This design comes from an exercise in tuning for small area on the open sky130 flow, not from production work. RTL that was checked went through simulation tests only; none was proved equivalent to the original.

==> violet: inputs <==
Design fse_lms_updater, start of the top module:
module fse_lms_updater (
   input  logic         clk,
   input  logic         i_reset,
   input  logic [7:0]   i_is_data_I,
   input  logic [7:0]   i_is_data_Q,
   input  logic         i_ctrl,
   input  logic         i_baud,
   input  logic [11:0]  i_fse_I,
   input  logic [11:0]  i_fse_Q,
   input  logic         i_en_rx,
   input  logic         i_en_lms,
   output logic [71:0]  o_taps_I,
   output logic [71:0]  o_taps_Q,
   output logic         o_en_taps,
   output logic         o_overrun
);
export LEC_CHECK = 0
export CAP_MARGIN = 20
export CORE_MARGIN = 2
export CORE_UTILIZATION = 55
export SLEW_MARGIN = 20
export SYNTH_HIERARCHICAL = 1
create_clock -name core_clock -period 13.0 [get_ports {clk}]
standard.sh (not shown) runs the stock make flow with config.mk's settings and CLKGATE_MAP_FILE= SYNTH_SCRIPT=/design/flow/synth_recipe.tcl, a recipe that flattens the netlist after the stock synthesis.
==> flow/flow/run.sh <==
#!/bin/bash
# Own layout flow: the standard synthesis (standard.sh synth, unchanged),
# then the drive-1 resizing of flow/downsize.tcl on the synthesized netlist,
# then the standard ORFS layout (standard.sh finish) with minimum-size port
# buffers and a clock tree built without dummy loads from larger sink
# clusters. ORFS writes each tool's full log under orfs/logs/; the output of
# each command run here goes to a log file of its own in this folder.
set -euo pipefail
bash standard.sh synth > make_synth.log 2>&1
R=orfs/results/${FLOW_PLATFORM}/fse_lms_updater/base
LIB_FILE=${FLOW_HOME}/platforms/${FLOW_PLATFORM}/lib/sky130_fd_sc_hd__tt_025C_1v80.lib \
ODB=$R/1_synth.odb MAX_FANOUT=4 \
  openroad -no_init -exit flow/downsize.tcl > downsize.log 2>&1
touch $R/1_synth.sdc
export BUFFER_PORTS_ARGS="-buffer_cell sky130_fd_sc_hd__buf_1"
export CTS_ARGS="-sink_clustering_enable -repair_clock_nets -dont_use_dummy_load -buf_list sky130_fd_sc_hd__clkbuf_16 -sink_clustering_size 30 -sink_clustering_max_diameter 80"
bash standard.sh finish > make_layout.log 2>&1
Other scripts of this flow, unchanged in this note and not shown: flow/flow/downsize.tcl
==> inputs of raven, as changes to violet <==
--- a/flow/design.v
+++ b/flow/design.v
@@ -12,44 +12,37 @@
    output logic [71:0]  o_taps_I,
    output logic [71:0]  o_taps_Q,
    output logic         o_en_taps,
    output logic         o_overrun
 );
    logic [3:0]  r_cnt;
    logic        r_stale;       
    logic [3:0]  r_fill;        
-   logic [8:0]  r_poh;         
+   logic [3:0]  r_ptr;         
    logic        w_idle, w_acc, w_step, w_commit;
    assign w_idle   = (r_cnt == 4'd0);
    assign w_acc    = w_idle & i_baud & i_en_lms;
    assign w_step   = (r_cnt != 4'd0) & (r_cnt <= 4'd9);
    assign w_commit = (r_cnt == 4'd11);
    logic [71:0] r_xI, r_xQ;
    always_ff @(posedge clk) begin
       if (i_ctrl) begin
          r_xI <= {r_xI[63:0], i_is_data_I};
          r_xQ <= {r_xQ[63:0], i_is_data_Q};
       end
    end
-   logic [8:0] w_poh, w_sel;
-   assign w_poh = w_idle ? 9'h100 : r_poh;
-   for (genvar i = 0; i < 9; i++) begin : g_sel
-      assign w_sel[i] = w_poh[i] & (r_fill > 4'(i));
-   end
-   logic [7:0]        w_xrI, w_xrQ;
-   always_comb begin
-      w_xrI = 8'd0;
-      w_xrQ = 8'd0;
-      for (int i = 0; i < 9; i++) begin
-         w_xrI = w_xrI | ({8{w_sel[i]}} & r_xI[i*8 +: 8]);
-         w_xrQ = w_xrQ | ({8{w_sel[i]}} & r_xQ[i*8 +: 8]);
-      end
-   end
+   logic [3:0] w_pos;
+   assign w_pos = w_idle ? 4'd8 : r_ptr;
+   logic              w_valid;
+   logic [7:0]  w_xrI, w_xrQ;
    logic [11:0] w_brI, w_brQ, r_rI, r_rQ;
+   assign w_valid = (w_pos < r_fill);
+   assign w_xrI = w_valid ? r_xI[w_pos*8 +: 8] : 8'd0;
+   assign w_xrQ = w_valid ? r_xQ[w_pos*8 +: 8] : 8'd0;
    assign w_brI[0]   = w_xrI[0] ^ 1'b0;
    assign w_brI[1] = (w_xrI[1] & ~w_xrI[0] & ~1'b0) | (~w_xrI[1] & w_xrI[0] & 1'b0);
    assign w_brI[2] = w_xrI[1];
    assign w_brI[3]   = w_xrI[2] ^ w_xrI[1];
    assign w_brI[4] = (w_xrI[3] & ~w_xrI[2] & ~w_xrI[1]) | (~w_xrI[3] & w_xrI[2] & w_xrI[1]);
    assign w_brI[5] = w_xrI[3];
    assign w_brI[6]   = w_xrI[4] ^ w_xrI[3];
    assign w_brI[7] = (w_xrI[5] & ~w_xrI[4] & ~w_xrI[3]) | (~w_xrI[5] & w_xrI[4] & w_xrI[3]);
@@ -67,17 +60,17 @@
    assign w_brQ[7] = (w_xrQ[5] & ~w_xrQ[4] & ~w_xrQ[3]) | (~w_xrQ[5] & w_xrQ[4] & w_xrQ[3]);
    assign w_brQ[8] = w_xrQ[5];
    assign w_brQ[9]   = w_xrQ[6] ^ w_xrQ[5];
    assign w_brQ[10] = (w_xrQ[7] & ~w_xrQ[6] & ~w_xrQ[5]) | (~w_xrQ[7] & w_xrQ[6] & w_xrQ[5]);
    assign w_brQ[11] = w_xrQ[7];
    always_ff @(posedge clk) begin
       r_rI  <= w_brI;
       r_rQ  <= w_brQ;
-      r_poh <= i_ctrl ? w_poh : {1'b0, w_poh[8:1]};
+      r_ptr <= w_pos - 4'd1 + {3'd0, i_ctrl};
    end
    logic signed [11:0] r_eI, r_eQ, w_eInI, w_eInQ;
    localparam logic [11:0] DEC = 12'd362;
    logic [12:0] w_ceI, w_ceQ;
    assign w_ceI[0] = ~i_fse_I[11];
    assign w_ceQ[0] = ~i_fse_Q[11];
    for (genvar i = 0; i < 12; i++) begin : g_err
       logic w_kI, w_kQ;
- CORE_UTILIZATION: 55 -> 40
- GPL_TIMING_DRIVEN: unset -> 0
==> notes <==
- Non-clock buffer count: raven is higher than violet (45).
- Between raven and violet, the lower hold slack is in violet (gap 0.011 ns).
- Wire length: raven is larger than violet (about 1.9%).
- Against raven, the via count of violet is smaller by 2.4%.
- Between violet and raven, the lower synthesized cell count is in violet (gap about 0.8%, measured against raven).
For raven, only the layout was checked, not whether the RTL still works.

==> separate check: timing with driven ports <==
In the flow no input, the clock included, has a driving cell. The finished layouts below were timed again as built, in two steps.
Step 1: set_driving_cell puts a clkbuf_16 on clk and a buf_2 on each other input, an assumption about the parent block.
Step 2 also shifts input and output timing later by t, the mid clock arrival at the registers, as if the neighbouring blocks saw the same clock.
Three values: ideal ports, drivers, drivers and shift; two values: the first two.
run	t, ns	slack for setup (ns)	pins driven straight from the clock port
violet	0.616	0.517 / 0.517 / 0.517	1
raven	0.612	0.427 / 0.427 / 0.427	1
After both steps setup and hold are still met in every run listed.
